Context: an optimization exercise on an open-source flow, tuned for small area and a short achievable clock period. The choices shown serve that exercise and are no tape-out recipe.
Only simulation tests tie the RTL to the original design; equivalence was not proved.
Power is estimated from default activity; no workload was simulated.

## run M
## simple_bus_mem_slave
module simple_bus_mem_slave #(
  parameter int AW          = 8,
  parameter int DW          = 16,
  parameter int DEPTH       = 192,
  parameter int WAIT_STATES = 1,
  parameter int BURST_LEN   = 4
) (
  input  logic          clk,
  input  logic          rst,
  input  logic          req,
  input  logic          start,
  input  logic [1:0]    mode,
  input  logic [AW-1:0] addr,
  input  logic [DW-1:0] wdata,
  output logic          gnt,
  output logic [DW-1:0] rdata,
  output logic          rdy,
  output logic          err
);
Size in the first run: ~7400 cells after synthesis, about 3200 flip-flops, about 49 I/O pins.
clock: 5.5 ns
lec_check: 0
cap_margin: 20
cell_pad_in_sites_detail_placement: 1
core_margin: 2
core_utilization: 40
cts_cluster_diameter: 80
cts_cluster_size: 30
place_density: 0.45
setup_slack_margin: 3.0
slew_margin: 20
synth_hierarchical: 1
run.sh (not shown) runs the stock make flow with config.mk's settings and CLKGATE_MAP_FILE= SYNTH_SCRIPT=/design/flow/synth_recipe.tcl, a recipe that flattens the netlist after the stock synthesis.
Per the final summary, run M finished and its layout is clean on timing, DRC and antenna.
## Diff of input files: run H against run M
--- a/flow/design.v
+++ b/flow/design.v
@@ -141,19 +141,19 @@
   logic          at_top, at_end;
   logic [1:0]    ph_q;
   logic [NS-1:0][DW-1:0] slot;
   logic [NS-1:0] rsel;
   logic [DW-1:0] mem_rdata;
   logic [DW-1:0] rd_q;
   logic          dv, de, park;
   logic          pv_q, pe_q;
   logic [AW-1:0] paddr_q;
-  logic [7:0]    prh, prl;
+  logic [7:0]    prh_q, prl_q;
   logic [DW-1:0] pdata_q;
   logic          tv;
   logic [7:0]    th, tl;
   logic [DW-1:0] bus_n;
   logic [RINGS-1:0] ins_n;
   function automatic logic [2:0] add3(input logic [2:0] x, input logic [2:0] y);
     add3[0] = (x[0] && y[0]) || (x[1] && y[2]) || (x[2] && y[1]);
     add3[1] = (x[0] && y[1]) || (x[1] && y[0]) || (x[2] && y[2]);
     add3[2] = (x[0] && y[2]) || (x[1] && y[1]) || (x[2] && y[0]);
@@ -287,31 +287,29 @@
   always_ff @(posedge clk) rd_q <= mem_rdata;
   assign dv   = in_beat && write_q && !oor_q;
   assign de   = dv && rs_q[1];
   assign park = dv && !de;
   always_ff @(posedge clk) begin
     if (park) begin
       pv_q    <= 1'b1;
       pe_q    <= rs_q[0];
       paddr_q <= addr_q;
+      prh_q   <= rh_q;
+      prl_q   <= rl_q;
       pdata_q <= wdata;
     end else begin
       pv_q    <= pv_q && !pe_q;
       pe_q    <= pv_q && !pe_q;
     end
   end
   assign tv    = pe_q || de;
-  for (genvar i = 0; i < 8; i++) begin : g_pdec
-    assign prh[i] = (paddr_q[5:3] == 3'(i));
-    assign prl[i] = (paddr_q[2:0] == 3'(i));
-  end
-  assign th    = pe_q ? prh : rh_q;
-  assign tl    = pe_q ? prl : rl_q;
+  assign th    = pe_q ? prh_q : rh_q;
+  assign tl    = pe_q ? prl_q : rl_q;
   assign bus_n = ~(pe_q ? pdata_q : wdata);
   for (genvar r = 0; r < RINGS; r++) begin : g_ins
     assign ins_n[r] = !(tv && th[r/8] && tl[r%8]);
   end
   assign gnt   = gnt_q;
   assign rdy   = rdy_q;
   assign err   = err_q;
   assign rdata = rd_q;
 endmodule
--- outcome ---
[diff] worst setup slack before clock tree synthesis, run H relative to run M: improvement. Run M → run H: number of vias after detailed routing neither gained nor lost much, post-synthesis to final-layout area growth lost 0.91 points. On placed wire-length estimate, run H tracks run M almost exactly. Relative to run M, final clock period utilization by the worst path has gone down in run H. Re path length in cells of the critical path: run H and run M aren't equal, and the lower value belongs to run H. Post-CTS resize count in run H vs run M: down 14%.

---

Setup of nickel:
The RTL this note starts from:
==> flow/design.v <==
package simple_bus_pkg;
  typedef enum logic [1:0] {
    MODE_READ     = 2'b00,
    MODE_WRITE    = 2'b01,
    MODE_RD_BURST = 2'b10,
    MODE_WR_BURST = 2'b11
  } bus_mode_e;
  typedef enum logic [1:0] {
    IDLE,
    GRANT,
    WAIT,
    BEAT
  } slave_state_e;
  function automatic logic is_burst(input logic [1:0] mode);
    is_burst = mode[1];
  endfunction
  function automatic logic is_write(input logic [1:0] mode);
    is_write = mode[0];
  endfunction
endpackage
module simple_bus_mem_rd3 (
  input  logic [2:0] d,
  input  logic [2:0] s,
  output logic       y_n
);
  assign y_n = !((d[0] && s[0]) || (d[1] && s[1]) || (d[2] && s[2]));
endmodule
module simple_bus_mem_nand2 (
  input  logic [1:0] a,
  output logic       y
);
  assign y = !(&a);
endmodule
module simple_bus_mem_nor2 (
  input  logic [1:0] a,
  output logic       y
);
  assign y = !(|a);
endmodule
module simple_bus_mem_oai21 (
  input  logic a1,
  input  logic a2,
  input  logic b1,
  output logic y
);
  assign y = !((a1 || a2) && b1);
endmodule
module simple_bus_mem_wmux (
  input  logic sel_n,
  input  logic d_n,
  input  logic hold,
  output logic y
);
  logic nh;
  simple_bus_mem_nand2 u_n (.a({sel_n, hold}), .y(nh));
  simple_bus_mem_oai21 u_o (.a1(sel_n), .a2(d_n), .b1(nh), .y(y));
endmodule
module simple_bus_mem_array #(
  parameter int N = 192
) (
  input  logic [N-1:0] d,
  input  logic [N-1:0] sel,
  output logic         y_n
);
  localparam int N1 = N / 3;    
  localparam int N2 = N1 / 2;   
  localparam int N3 = N2 / 2;   
  localparam int N4 = N3 / 2;   
  localparam int N5 = N4 / 2;   
  localparam int N6 = N5 / 2;   
  logic [N1-1:0] l1_n;
  logic [N2-1:0] l2;
  logic [N3-1:0] l3_n;
  logic [N4-1:0] l4;
  logic [N5-1:0] l5_n;
  logic [N6-1:0] l6;
  for (genvar i = 0; i < N1; i++) begin : g_l1
    simple_bus_mem_rd3 u (.d(d[3*i +: 3]), .s(sel[3*i +: 3]), .y_n(l1_n[i]));
  end
  for (genvar i = 0; i < N2; i++) begin : g_l2
    simple_bus_mem_nand2 u (.a(l1_n[2*i +: 2]), .y(l2[i]));
  end
  for (genvar i = 0; i < N3; i++) begin : g_l3
    simple_bus_mem_nor2 u (.a(l2[2*i +: 2]), .y(l3_n[i]));
  end
  for (genvar i = 0; i < N4; i++) begin : g_l4
    simple_bus_mem_nand2 u (.a(l3_n[2*i +: 2]), .y(l4[i]));
  end
  for (genvar i = 0; i < N5; i++) begin : g_l5
    simple_bus_mem_nor2 u (.a(l4[2*i +: 2]), .y(l5_n[i]));
  end
  for (genvar i = 0; i < N6; i++) begin : g_l6
    simple_bus_mem_nand2 u (.a(l5_n[2*i +: 2]), .y(l6[i]));
  end
  simple_bus_mem_nor2 u_l7 (.a(l6), .y(y_n));
endmodule
module simple_bus_mem_slave #(
  parameter int AW          = 8,
  parameter int DW          = 16,
  parameter int DEPTH       = 192,
  parameter int WAIT_STATES = 1,
  parameter int BURST_LEN   = 4
) (
  input  logic          clk,
  input  logic          rst,
  input  logic          req,
  input  logic          start,
  input  logic [1:0]    mode,
  input  logic [AW-1:0] addr,
  input  logic [DW-1:0] wdata,
  output logic          gnt,
  output logic [DW-1:0] rdata,
  output logic          rdy,
  output logic          err
);
  localparam int RINGS = DEPTH / 3;
  localparam int NS    = 3 * RINGS;
  logic [1:0]    st_q, st_d;
  logic          gnt_q, rdy_q, err_q;
  logic          wait_d;
  logic          in_grant, in_wait, in_beat, last, load;
  logic          write_q;
  logic [1:0]    left_q;
  logic [AW-1:0] addr_q;
  logic          oor_q;
  logic [7:0]    rh_q, rl_q;
  logic [2:0]    rs_q;
  logic [23:0]   hs_q, nhs;
  logic [7:0]    rr_q;
  logic          boor, nrd;
  logic [7:0]    brh, brl, nrh;
  logic [2:0]    bslot, nslot;
  logic          hit_d, hit_q;
  logic          goor;
  logic [7:0]    grh, grl;
  logic [2:0]    gcls, phn, gslot;
  logic          at_top, at_end;
  logic [1:0]    ph_q;
  logic [NS-1:0][DW-1:0] slot;
  logic [NS-1:0] rsel;
  logic [DW-1:0] mem_rdata;
  logic [DW-1:0] rd_q;
  logic          dv, de, park;
  logic          pv_q, pe_q;
  logic [AW-1:0] paddr_q;
  logic [7:0]    prh_q, prl_q;
  logic [DW-1:0] pdata_q;
  logic          tv;
  logic [7:0]    th, tl;
  logic [DW-1:0] bus_n;
  logic [RINGS-1:0] ins_n;
  function automatic logic [2:0] add3(input logic [2:0] x, input logic [2:0] y);
    add3[0] = (x[0] && y[0]) || (x[1] && y[2]) || (x[2] && y[1]);
    add3[1] = (x[0] && y[1]) || (x[1] && y[0]) || (x[2] && y[2]);
    add3[2] = (x[0] && y[2]) || (x[1] && y[1]) || (x[2] && y[0]);
  endfunction
  function automatic logic [2:0] digit3(input logic [1:0] d);
    digit3[0] = (d == 2'd0) || (d == 2'd3);
    digit3[1] = (d == 2'd1);
    digit3[2] = (d == 2'd2);
  endfunction
  function automatic logic [2:0] addr_class(input logic [7:0] a);
    addr_class = add3(add3(digit3(a[7:6]), digit3(a[5:4])),
                      add3(digit3(a[3:2]), digit3(a[1:0])));
  endfunction
  localparam logic [1:0] S_IDLE = 2'd0, S_GRANT = 2'd1, S_WAIT = 2'd2, S_BEAT = 2'd3;
  assign in_grant = (st_q == S_GRANT);
  assign in_wait  = (st_q == S_WAIT);
  assign in_beat  = (st_q == S_BEAT);
  assign last     = (left_q == 2'd0);
  always_comb begin
    st_d = st_q;
    unique case (st_q)
      S_IDLE:  if (req) st_d = S_GRANT;
      S_GRANT: if (start) st_d = S_WAIT; else if (!req) st_d = S_IDLE;
      S_WAIT:  st_d = S_BEAT;
      S_BEAT:  st_d = !last ? S_WAIT : req ? S_GRANT : S_IDLE;
      default: st_d = S_IDLE;
    endcase
  end
  assign wait_d = (st_d == S_WAIT);
  always_ff @(posedge clk or posedge rst) begin
    if (rst) begin
      st_q   <= S_IDLE;
      gnt_q  <= 1'b0;
      rdy_q  <= 1'b0;
      err_q  <= 1'b0;
    end else begin
      st_q   <= st_d;
      gnt_q  <= (st_d != S_IDLE);
      rdy_q  <= in_wait;
      err_q  <= in_wait && oor_q;
    end
  end
  assign load = wait_d;
  assign goor = (addr[7:6] == 2'b11);
  assign gcls = addr_class(addr);
  for (genvar i = 0; i < 8; i++) begin : g_gdec
    assign grh[i] = !goor && (addr[5:3] == 3'(i));
    assign grl[i] = !goor && (addr[2:0] == 3'(i));
  end
  assign phn[0] = (ph_q == 2'd2);
  assign phn[1] = (ph_q == 2'd0) || (ph_q == 2'd3);
  assign phn[2] = (ph_q == 2'd1);
  assign gslot = add3(gcls, phn);
  assign hit_d = !mode[0] && pv_q && !pe_q && (paddr_q == addr);
  assign at_top = (addr_q == 8'd191);
  assign at_end = (addr_q == 8'd255);
  always_comb begin
    if (at_end) begin
      boor = 1'b0;
      brh  = 8'd1;
      brl  = 8'd1;
      bslot = {rs_q[0], rs_q[2:1]};
    end else if (at_top) begin
      boor = 1'b1;
      brh  = '0;
      brl  = '0;
      bslot = rs_q;
    end else begin
      boor = oor_q;
      brh  = rl_q[7] ? {rh_q[6:0], rh_q[7]} : rh_q;
      brl  = {rl_q[6:0], rl_q[7]};
      bslot = rs_q;
    end
  end
  assign nrh   = in_grant ? grh : brh;
  assign nslot = in_grant ? gslot : bslot;
  assign nrd   = in_grant && hit_d;
  for (genvar h = 0; h < 8; h++) begin : g_nhs
    for (genvar s = 0; s < 3; s++) begin : g_s
      assign nhs[3*h+s] = nrh[h] && nslot[s] && !nrd;
    end
  end
  always_ff @(posedge clk) begin
    if (in_grant && start) begin
      write_q <= mode[0];
      left_q  <= mode[1] ? 2'd3 : 2'd0;
    end else if (in_beat) begin
      left_q  <= left_q - 2'd1;
    end
    if (load) begin
      addr_q <= in_grant ? addr : addr_q + AW'(1);
      oor_q  <= in_grant ? goor : boor;
      rh_q   <= nrh;
      rl_q   <= in_grant ? grl : brl;
      rs_q   <= nslot;
    end
  end
  always_ff @(posedge clk) begin
    hs_q  <= load ? nhs : '0;
    rr_q  <= load ? (in_grant ? grl : brl) : '0;
    hit_q <= load && nrd;
  end
  always_ff @(posedge clk) ph_q <= (ph_q == 2'd2) ? 2'd0 : ph_q + 2'd1;
  for (genvar r = 0; r < RINGS; r++) begin : g_ring
    logic [DW-1:0] nxt;
    for (genvar b = 0; b < DW; b++) begin : g_b
      simple_bus_mem_wmux u_w (.sel_n(ins_n[r]), .d_n(bus_n[b]), .hold(slot[3*r+2][b]), .y(nxt[b]));
    end
    always_ff @(posedge clk) begin
      slot[3*r]   <= nxt;
      slot[3*r+1] <= slot[3*r];
      slot[3*r+2] <= slot[3*r+1];
    end
  end
  for (genvar r = 0; r < RINGS; r++) begin : g_rsel
    for (genvar s = 0; s < 3; s++) begin : g_s
      assign rsel[3*r+s] = hs_q[3*(r/8)+s] && rr_q[r%8];
    end
  end
  for (genvar b = 0; b < DW; b++) begin : g_rd
    logic [NS-1:0] col;
    for (genvar i = 0; i < NS; i++) begin : g_col
      assign col[i] = slot[i][b];
    end
    logic       ring_n, byp_n;
    simple_bus_mem_array #(.N(NS)) u_rd (.d(col), .sel(rsel), .y_n(ring_n));
    simple_bus_mem_nand2 u_byp (.a({hit_q, pdata_q[b]}), .y(byp_n));
    simple_bus_mem_nand2 u_out (.a({ring_n, byp_n}), .y(mem_rdata[b]));
  end
  always_ff @(posedge clk) rd_q <= mem_rdata;
  assign dv   = in_beat && write_q && !oor_q;
  assign de   = dv && rs_q[1];
  assign park = dv && !de;
  always_ff @(posedge clk) begin
    if (park) begin
      pv_q    <= 1'b1;
      pe_q    <= rs_q[0];
      paddr_q <= addr_q;
      prh_q   <= rh_q;
      prl_q   <= rl_q;
      pdata_q <= wdata;
    end else begin
      pv_q    <= pv_q && !pe_q;
      pe_q    <= pv_q && !pe_q;
    end
  end
  assign tv    = pe_q || de;
  assign th    = pe_q ? prh_q : rh_q;
  assign tl    = pe_q ? prl_q : rl_q;
  assign bus_n = ~(pe_q ? pdata_q : wdata);
  for (genvar r = 0; r < RINGS; r++) begin : g_ins
    assign ins_n[r] = !(tv && th[r/8] && tl[r%8]);
  end
  assign gnt   = gnt_q;
  assign rdy   = rdy_q;
  assign err   = err_q;
  assign rdata = rd_q;
endmodule
Settings: LEC_CHECK=0, CAP_MARGIN=10, CELL_PAD_IN_SITES_DETAIL_PLACEMENT=1, CORE_MARGIN=2, CORE_UTILIZATION=40, CTS_CLUSTER_DIAMETER=80, CTS_CLUSTER_SIZE=30, PLACE_DENSITY=0.45, SETUP_SLACK_MARGIN=3.0, SLEW_MARGIN=10, SYNTH_HIERARCHICAL=1; clock period 5.5 ns.
diff inputs: nickel => ember
--- a/flow/design.v
+++ b/flow/design.v
@@ -140,13 +140,13 @@
   logic [NS-1:0] rsel;
   logic [DW-1:0] mem_rdata;
   logic [DW-1:0] rd_q;
   logic          dv, de, park;
   logic          pv_q, pe_q;
   logic [AW-1:0] paddr_q;
-  logic [7:0]    prh_q, prl_q;
+  logic [7:0]    prh, prl;
   logic [DW-1:0] pdata_q;
   logic          tv;
   logic [7:0]    th, tl;
   logic [DW-1:0] bus_n;
   logic [RINGS-1:0] ins_n;
   function automatic logic [2:0] add3(input logic [2:0] x, input logic [2:0] y);
@@ -285,23 +285,25 @@
   assign park = dv && !de;
   always_ff @(posedge clk) begin
     if (park) begin
       pv_q    <= 1'b1;
       pe_q    <= rs_q[0];
       paddr_q <= addr_q;
-      prh_q   <= rh_q;
-      prl_q   <= rl_q;
       pdata_q <= wdata;
     end else begin
       pv_q    <= pv_q && !pe_q;
       pe_q    <= pv_q && !pe_q;
     end
   end
   assign tv    = pe_q || de;
-  assign th    = pe_q ? prh_q : rh_q;
-  assign tl    = pe_q ? prl_q : rl_q;
+  for (genvar i = 0; i < 8; i++) begin : g_pdec
+    assign prh[i] = (paddr_q[5:3] == 3'(i));
+    assign prl[i] = (paddr_q[2:0] == 3'(i));
+  end
+  assign th    = pe_q ? prh : rh_q;
+  assign tl    = pe_q ? prl : rl_q;
   assign bus_n = ~(pe_q ? pdata_q : wdata);
   for (genvar r = 0; r < RINGS; r++) begin : g_ins
     assign ins_n[r] = !(tv && th[r/8] && tl[r%8]);
   end
   assign gnt   = gnt_q;
   assign rdy   = rdy_q;
[summary]
ember: all stages complete, timing, DRC and antenna checks passed
End point of the critical path = rd_q[14]: ember; end point of the critical path = rdata[11]: nickel
NOTE aggregate routed wire length nickel->ember increased slightly
Delta (ember minus nickel): flip-flop and latch count lost 0.50%, wire length on met3 higher, design area now larger.
Floorplan die height of ember is on par with nickel.
Comparing nickel and ember, the higher cell count after placement was measured on ember.
The worst-case setup margin in the final layout was comparable across nickel and ember.
The higher number of standard cells in the final layout excluding fillers came out of ember.
ember vs. nickel: total die area decreased by about 0.4% relative to the old numbers; fraction of power consumed by combinational cells decreased by 1.2 points relative to the old numbers; fraction of synthesized cell area in xor and xnor cells closely matched the old numbers; maximum frequency closely matched the old numbers.
Between ember and nickel, the fill cell total of the finished layout figures differ only marginally.
nickel vs ember, origin of the worst setup path: rd_q[11] vs rr_q[0]
Between nickel and ember, the total leakage power is higher for nickel.

[afterwards: timing with drivers on the ports]
In the flow no input, the clock included, has a driving cell. The finished layouts below were timed again as built, in two steps. Step 1: set_driving_cell puts a clkbuf_16 on clk and a buf_2 on each other input, an assumption about the parent block. Step 2 also shifts input and output timing later by t, the mid clock arrival at the registers, as if the neighbouring blocks saw the same clock. a / b / c = ideal / step 1 / step 2; a / b = the first two.
| run | t, ns | setup WS [ns] | hold slack, ns | worst slew at a driven data input, ns | pins driven straight from the clock port |
|---|---|---|---|---|---|
| run M | 0.909 | 2.862 / 2.862 / 2.033 | 0.336 / 0.336 / 0.336 | 0.20 | 1 |
| run H | 0.934 | 2.888 / 2.797 / 2.139 | 0.339 / 0.339 / 0.339 | 0.14 | 1 |
| nickel | 0.917 | 2.910 / 2.820 / 2.011 | 0.335 / 0.335 / 0.335 | 0.24 | 1 |
| ember | 0.924 | 2.908 / 2.813 / 1.888 | 0.327 / 0.327 / 0.327 | 0.21 | 1 |
After both steps every run listed still meets setup and hold. For ember, which loses most, drivers alone change the setup slack by -0.095 ns; drivers and shift together by -1.020 ns.
